This is an optimization exercise on Yosys and OpenROAD, whose aim is small area, a short achievable clock period and few clock cycles, not a production implementation.
Function was checked by simulation only, so behaviour that the tests miss may differ from the original.
Power is estimated from default activity; no workload was simulated.

old:
==> flow/design.v <==
package llrc_pkg;
  localparam int PIX_W      = 8;
  localparam int COL_W      = 12;
  localparam int IDX_W      = 11;
  localparam int ROW_W      = 12;
  localparam int LEN_W      = 7;
  localparam int CFG_W      = 12;
  localparam int CFG_IDX_W  = 1;
  localparam int MAX_WIDTH        = 2048;
  localparam int MAX_MODEL_LENGTH = 64;
  localparam int RING_DEPTH = MAX_MODEL_LENGTH + 1;
  localparam int RING_AW    = $clog2(RING_DEPTH);
  localparam int SUM_W      = $clog2(MAX_WIDTH * 255 + 1);
  localparam int RAM_W      = PIX_W + SUM_W;
  localparam int WIN_W      = 14;
  localparam int PROD_W     = LEN_W + PIX_W;
  localparam int RESP_W     = 16;
  localparam logic [CFG_IDX_W-1:0] REG_ROW_WIDTH    = 1'd0;
  localparam logic [CFG_IDX_W-1:0] REG_MODEL_LENGTH = 1'd1;
  localparam logic [CFG_W-1:0] ROW_WIDTH_RST    = 12'd640;
  localparam logic [LEN_W-1:0] MODEL_LENGTH_RST = 7'd8;
  typedef struct packed {
    logic              clear;      
    logic              active;     
    logic              resp_en;    
    logic [IDX_W-1:0]  resp_col;
    logic              tail_en;    
    logic [IDX_W-1:0]  tail_col;
    logic              last;
    logic [ROW_W-1:0]  row;
    logic [LEN_W-1:0]  len;
    logic [SUM_W-1:0]  prefix;
  } s1_t;
endpackage
import llrc_pkg::*;
module laser_line_row_center_core (
  input  logic                 clk,
  input  logic                 rst_n,
  input  logic                 in_valid,
  output logic                 in_ready,
  input  logic [PIX_W-1:0]     in_pixel,
  input  logic                 in_frame_start,
  output logic                 out_valid,
  input  logic                 out_ready,
  output logic [ROW_W-1:0]     out_row_index,
  output logic [IDX_W-1:0]     out_center_col,
  output logic                 out_found,
  input  logic                 cfg_we,
  input  logic [CFG_IDX_W-1:0] cfg_idx,
  input  logic [CFG_W-1:0]     cfg_data
);
  logic [11:0] w_arch;
  logic [6:0]  l_arch;
  logic [10:0] wm1;       
  logic [6:0]  len;       
  logic        act;       
  logic        lnz;       
  logic        l1;        
  logic [10:0] tcol;      
  logic [11:0] w_in;      
  logic [6:0]  l_in;      
  always_comb begin
    if (cfg_data[11] && (cfg_data[10:0] != 11'd0)) w_in = 12'd2048;
    else if (cfg_data[11:1] == 11'd0)              w_in = 12'd2;
    else                                           w_in = cfg_data;
    l_in = (cfg_data[6] && (cfg_data[5:0] != 6'd0)) ? 7'd64 : cfg_data[6:0];
  end
  localparam logic [1:0] ST_RUN = 2'd0, ST_CLR = 2'd1, ST_ADD = 2'd2;
  logic        rst_q;     
  logic [1:0]  st;
  logic        pending;
  logic        owed;
  logic        rdy_r;
  logic        go_r;
  logic [6:0]  sel;       
  logic        a_v, a_fs;
  logic [7:0]  a_pix;
  logic [7:0]  pjr;       
  logic [10:0] c_r;
  logic        rfs_r;
  logic [511:0] sr;
  logic        b_pv, b_rst, b_resp, b_j0, b_last, b_rfs;
  logic [10:0] b_x;       
  logic [10:0] b_y;       
  logic [13:0] s_r;
  logic        d_pv, d_rst, d_resp, d_j0, d_last, d_rfs;
  logic signed [15:0] d_r;
  logic signed [15:0] mx_v, mn_v;
  logic [10:0] mx_c, mn_c, cd_r;
  logic        mx_s, mn_s;
  logic        e_ev, e_rfs;
  logic        o_v, o_found;
  logic [11:0] o_idx;
  logic [10:0] o_cen;
  logic [10:0] c_eff, c_nxt, c_new;
  logic        ge_r;      
  logic        z_r;       
  logic        a_last, a_ge, a_rm, a_rst, a_j0, a_rfs;
  logic [7:0]  rd;
  logic [10:0] pp0, pp1, pp2, pp3, pp4, pp5;
  logic        empty, apply, more;
  logic        s_clr;
  logic [7:0]  s_add, s_sub;
  always_comb begin
    c_eff  = a_fs ? 11'd0 : c_r;
    a_last = c_eff >= wm1;
    a_ge   = a_fs ? !lnz : ge_r;
    a_rm   = a_ge && lnz;
    a_rst  = a_fs || z_r;
    a_j0   = (c_eff == {4'd0, len});
    a_rfs  = a_rst ? a_fs : rfs_r;
    rd     = 8'd0;
    for (int k = 0; k < 64; k++) begin
      if (sel[5:0] == 6'(k)) rd = rd | sr[8*k +: 8];
    end
    c_nxt  = a_last ? 11'd0 : c_eff + 11'd1;
    c_new  = a_v ? c_nxt : c_r;
    pp0 = len[0] ? {3'd0, pjr}       : 11'd0;
    pp1 = len[1] ? {2'd0, pjr, 1'b0} : 11'd0;
    pp2 = len[2] ? {1'd0, pjr, 2'b0} : 11'd0;
    pp3 = len[3] ? {3'd0, pjr}       : 11'd0;
    pp4 = len[4] ? {2'd0, pjr, 1'b0} : 11'd0;
    pp5 = len[5] ? {1'd0, pjr, 2'b0} : (len[6] ? {pjr, 3'b0} : 11'd0);
    empty  = !a_v && !b_pv && !d_pv && !e_ev;
    apply  = pending && empty && (st == ST_RUN);
    more   = (sel < {4'd0, c_r}) && (sel < len);
    s_clr   = a_v ? a_rst : (st == ST_CLR);
    s_add   = a_v ? (lnz ? a_pix : 8'd0) : (go_r ? pjr : 8'd0);
    s_sub   = (a_v && a_rm) ? pjr : 8'd0;
  end
  logic        zmaybe;
  logic        owed_nxt, pend_nxt;
  logic [1:0]  st_nxt;
  logic        pop;
  always_comb begin
    pop      = o_v && out_ready;
    zmaybe   = (a_v && a_last) ? (wm1 == 11'd1) : ({1'b0, c_r} + 12'd2 >= {1'b0, wm1});
    owed_nxt = (a_v && a_last) ? 1'b1 : (pop ? 1'b0 : owed);
    pend_nxt = cfg_we || (pending && !apply);
    case (st)
      ST_RUN:  st_nxt = apply ? ST_CLR : ST_RUN;
      ST_CLR:  st_nxt = ST_ADD;
      ST_ADD:  st_nxt = more ? ST_ADD : ST_RUN;
      default: st_nxt = ST_RUN;
    endcase
  end
  always_ff @(posedge clk) begin
    rst_q <= rst_n;
    if (!rst_n) begin
      w_arch  <= 12'd640;
      l_arch  <= 7'd8;
      pending <= 1'b0;
      rdy_r   <= 1'b0;
      o_v     <= 1'b0;
    end else begin
      if (cfg_we) begin
        if (cfg_idx == REG_ROW_WIDTH) w_arch <= w_in;
        else                          l_arch <= l_in;
      end
      pending <= pend_nxt;
      rdy_r   <= (st_nxt == ST_RUN) && !pend_nxt && !(owed_nxt && zmaybe);
      if (e_ev && rst_q)  o_v <= 1'b1;
      else if (out_ready) o_v <= 1'b0;
    end
  end
  always_ff @(posedge clk) begin
    if (!rst_q) begin
      wm1     <= 11'd639;
      len     <= 7'd8;
      act     <= 1'b1;
      lnz     <= 1'b1;
      l1      <= 1'b0;
      tcol    <= 11'd632;
      st      <= ST_RUN;
      owed    <= 1'b0;
      go_r    <= 1'b0;
      sel     <= 7'd6;
      a_v     <= 1'b0;
      c_r     <= 11'd0;
      ge_r    <= 1'b0;
      z_r     <= 1'b1;
      b_pv    <= 1'b0;
      d_pv    <= 1'b0;
      e_ev    <= 1'b0;
      o_idx   <= 12'hfff;
    end else begin
      if (apply) begin
        wm1  <= w_arch[10:0] - 11'd1;
        len  <= l_arch;
        lnz  <= (l_arch != 7'd0);
        l1   <= (l_arch == 7'd1);
      end
      if (st == ST_CLR) begin
        tcol <= jd13[10:0];
        act  <= !jd13[12] && (jd13 != 13'd0);
      end
      st      <= st_nxt;
      owed    <= owed_nxt;
      go_r    <= (st == ST_ADD) && more;
      case (st)
        ST_CLR:  sel <= 7'd0;
        ST_ADD:  sel <= more ? sel + 7'd1 : len - 7'd2;
        default: ;
      endcase
      a_v  <= in_valid && rdy_r;
      c_r  <= c_new;
      if (a_v) z_r <= a_last;
      if ((st == ST_ADD) && !more) ge_r <= (sel == len);
      else if (a_v)                ge_r <= a_last ? !lnz : (a_ge || (c_nxt == {4'd0, len}));
      b_pv <= a_v;
      d_pv <= b_pv;
      e_ev <= d_pv && d_last;
      if (e_ev) o_idx <= e_rfs ? 12'd0 : o_idx + 12'd1;
    end
  end
  assign in_ready = rdy_r;
  always_ff @(posedge clk) begin
    a_pix <= in_pixel;
    a_fs  <= in_frame_start;
    if (a_v) begin
      rfs_r <= a_rfs;
      sr    <= {sr[503:0], a_pix};
    end
    if (st == ST_RUN) begin
      if (a_v) pjr <= l1 ? a_pix : rd;
    end else if (more) begin
      pjr <= rd;
    end
    s_r     <= (s_clr ? 14'd0 : s_r) + {6'd0, s_add} - {6'd0, s_sub};
    b_rst   <= a_rst;
    b_x     <= pp0 + pp1 + pp2;
    b_y     <= pp3 + pp4 + pp5;
    b_resp  <= act && a_ge;
    b_j0    <= a_j0;
    b_last  <= a_last;
    b_rfs   <= a_rfs;
  end
  always_ff @(posedge clk) begin
    d_r    <= $signed({5'd0, b_x}) + $signed({2'd0, b_y, 3'd0}) - $signed({2'b0, s_r});
    d_rst  <= b_rst;
    d_resp <= b_resp;
    d_j0   <= b_j0;
    d_last <= b_last;
    d_rfs  <= b_rfs;
  end
  logic [10:0] cd, jd;
  logic [12:0] jd13;
  logic        gt, lt, d_pos;
  logic        mn_pos;    
  always_comb begin
    cd = d_rst ? 11'd0 : cd_r + 11'd1;
    jd13 = ((st == ST_CLR) ? {1'b0, w_arch} : {2'b0, cd}) - {6'd0, len};
    jd   = jd13[10:0];
    gt = d_r > mx_v;
    lt = d_r < mn_v;
    d_pos = !d_r[15] && (d_r != 16'sd0);
  end
  always_ff @(posedge clk) begin
    if (d_pv) begin
      cd_r <= cd;
      if (d_rst) begin
        mx_c <= '0; mn_c <= '0; mx_s <= 1'b0; mn_s <= 1'b0;
      end
      if (d_resp && d_j0) begin
        mx_v <= d_r;
        mn_v <= d_r;
        mn_pos <= d_pos;
      end else if (d_rst) begin
        mx_v <= '0;
        mn_v <= '0;
        mn_pos <= 1'b0;
      end else if (d_resp) begin
        if (gt) begin
          mx_v <= d_r; mx_c <= jd; mx_s <= 1'b1;
        end
        if (lt) begin
          mn_v <= d_r; mn_c <= jd; mn_s <= 1'b1; mn_pos <= d_pos;
        end
      end
    end
    e_rfs <= d_rfs;
  end
  logic        t_mx, t_mn, e_found;
  logic [10:0] e_mxc, e_mnc;
  logic [11:0] e_sum;
  always_comb begin
    t_mx    = act && lnz && mx_v[15];
    t_mn    = act && lnz && mn_pos;
    e_mxc   = t_mx ? tcol : mx_c;
    e_mnc   = t_mn ? tcol : mn_c;
    e_found = act && (mx_s || t_mx) && (mn_s || t_mn);
    e_sum   = {1'b0, e_mxc} + {1'b0, e_mnc};
  end
  always_ff @(posedge clk) begin
    o_found <= (e_ev & e_found) | (~e_ev & o_found);
    o_cen   <= ({11{e_ev & e_found}} & e_sum[11:1]) | ({11{~e_ev}} & o_cen);
  end
  assign out_valid      = o_v;
  assign out_row_index  = o_idx;
  assign out_center_col = o_cen;
  assign out_found      = o_found;
endmodule
Settings: LEC_CHECK=0, CAP_MARGIN=20, CORE_MARGIN=2, CORE_UTILIZATION=55, CTS_CLUSTER_DIAMETER=80, CTS_CLUSTER_SIZE=24, SLEW_MARGIN=60; clock period 12.0 ns.
standard.sh (not shown) runs the stock make flow with config.mk's settings and CLKGATE_MAP_FILE= SYNTH_SCRIPT=/design/flow/synth_recipe.tcl, a recipe that flattens the netlist after the stock synthesis.
==> flow/flow/run.sh <==
#!/bin/bash
# Standard ORFS layout (the standard.sh, standard synthesis unchanged);
# only the timing repair is asked for more: a setup margin of 8.45 ns, so it
# works towards about 3.55 ns of the 12 ns period. The SDC, the clock period
# and the IO constraints are unchanged. make's full output goes to
# orfs_make.log; ORFS keeps each step's log under orfs/logs.
set -euo pipefail
bash standard.sh SETUP_SLACK_MARGIN=8.45 finish > orfs_make.log 2>&1
In summary, old completed successfully, with a layout that passed the timing, design-rule and antenna checks.
Testbench counts of old, summed over its fixed seeds: cycles 48,992.
Modified inputs, new compared to old
--- a/flow/design.v
+++ b/flow/design.v
@@ -51,7 +51,7 @@
 );
   logic [11:0] w_arch;
   logic [6:0]  l_arch;
-  logic [10:0] wm1;       
+  logic [11:0] wd;        
   logic [6:0]  len;       
   logic        act;       
   logic        lnz;       
@@ -93,6 +93,7 @@
   logic [11:0] o_idx;
   logic [10:0] o_cen;
   logic [10:0] c_eff, c_nxt, c_new;
+  logic [11:0] c_inc;
   logic        ge_r;      
   logic        z_r;       
   logic        a_last, a_ge, a_rm, a_rst, a_j0, a_rfs;
@@ -103,7 +104,8 @@
   logic [7:0]  s_add, s_sub;
   always_comb begin
     c_eff  = a_fs ? 11'd0 : c_r;
-    a_last = c_eff >= wm1;
+    c_inc  = {1'b0, c_eff} + 12'd1;
+    a_last = c_inc >= wd;
     a_ge   = a_fs ? !lnz : ge_r;
     a_rm   = a_ge && lnz;
     a_rst  = a_fs || z_r;
@@ -113,7 +115,7 @@
     for (int k = 0; k < 64; k++) begin
       if (sel[5:0] == 6'(k)) rd = rd | sr[8*k +: 8];
     end
-    c_nxt  = a_last ? 11'd0 : c_eff + 11'd1;
+    c_nxt  = a_last ? 11'd0 : c_inc[10:0];
     c_new  = a_v ? c_nxt : c_r;
     pp0 = len[0] ? {3'd0, pjr}       : 11'd0;
     pp1 = len[1] ? {2'd0, pjr, 1'b0} : 11'd0;
@@ -134,7 +136,7 @@
   logic        pop;
   always_comb begin
     pop      = o_v && out_ready;
-    zmaybe   = (a_v && a_last) ? (wm1 == 11'd1) : ({1'b0, c_r} + 12'd2 >= {1'b0, wm1});
+    zmaybe   = (a_v && a_last) ? (wd == 12'd2) : ({1'b0, c_r} + 12'd3 >= wd);
     owed_nxt = (a_v && a_last) ? 1'b1 : (pop ? 1'b0 : owed);
     pend_nxt = cfg_we || (pending && !apply);
     case (st)
@@ -165,7 +167,7 @@
   end
   always_ff @(posedge clk) begin
     if (!rst_q) begin
-      wm1     <= 11'd639;
+      wd      <= 12'd640;
       len     <= 7'd8;
       act     <= 1'b1;
       lnz     <= 1'b1;
@@ -185,7 +187,7 @@
       o_idx   <= 12'hfff;
     end else begin
       if (apply) begin
-        wm1  <= w_arch[10:0] - 11'd1;
+        wd   <= w_arch;
         len  <= l_arch;
         lnz  <= (l_arch != 7'd0);
         l1   <= (l_arch == 7'd1);
Results
Per the comparison of new with old, number of nets in the layout fell 0.83%; sequential share of cell area neither gained nor lost much; power share of the clock group now sits higher; critical path depth went up 15; signal arrival time at the worst endpoint went up 3.00 ns.
Testbench counts of new, summed over its fixed seeds: cycles 48,992.

## port drivers added, routing unchanged
Ports are ideal in the flow. The routed layouts listed here were re-timed in OpenROAD.
Step 1 (the two cells are an assumption about what drives the block):
set clk [get_ports {clk}]
set_driving_cell -lib_cell sky130_fd_sc_hd__clkbuf_16 $clk
set_driving_cell -lib_cell sky130_fd_sc_hd__buf_2 [delete_from_list [all_inputs] $clk]
Step 2 moves the port delays by t, midway between the first and last clock arrival at a register: inputs arrive t later, outputs are due t later. That takes back most of the time a late clock gives input paths.
Slacks: ideal ports / drivers / drivers and shift; pairs: ideal ports / drivers.
run	shift t [ns]	slack for setup (ns)	worst setup path after step 2
old	0.672	8.500 / 8.438 / 7.926	input to register
new	0.675	8.436 / 8.420 / 7.896	input to register
After both steps every run listed still meets setup and hold. For old, which loses most, drivers alone change the setup slack by -0.062 ns; drivers and shift together by -0.574 ns.
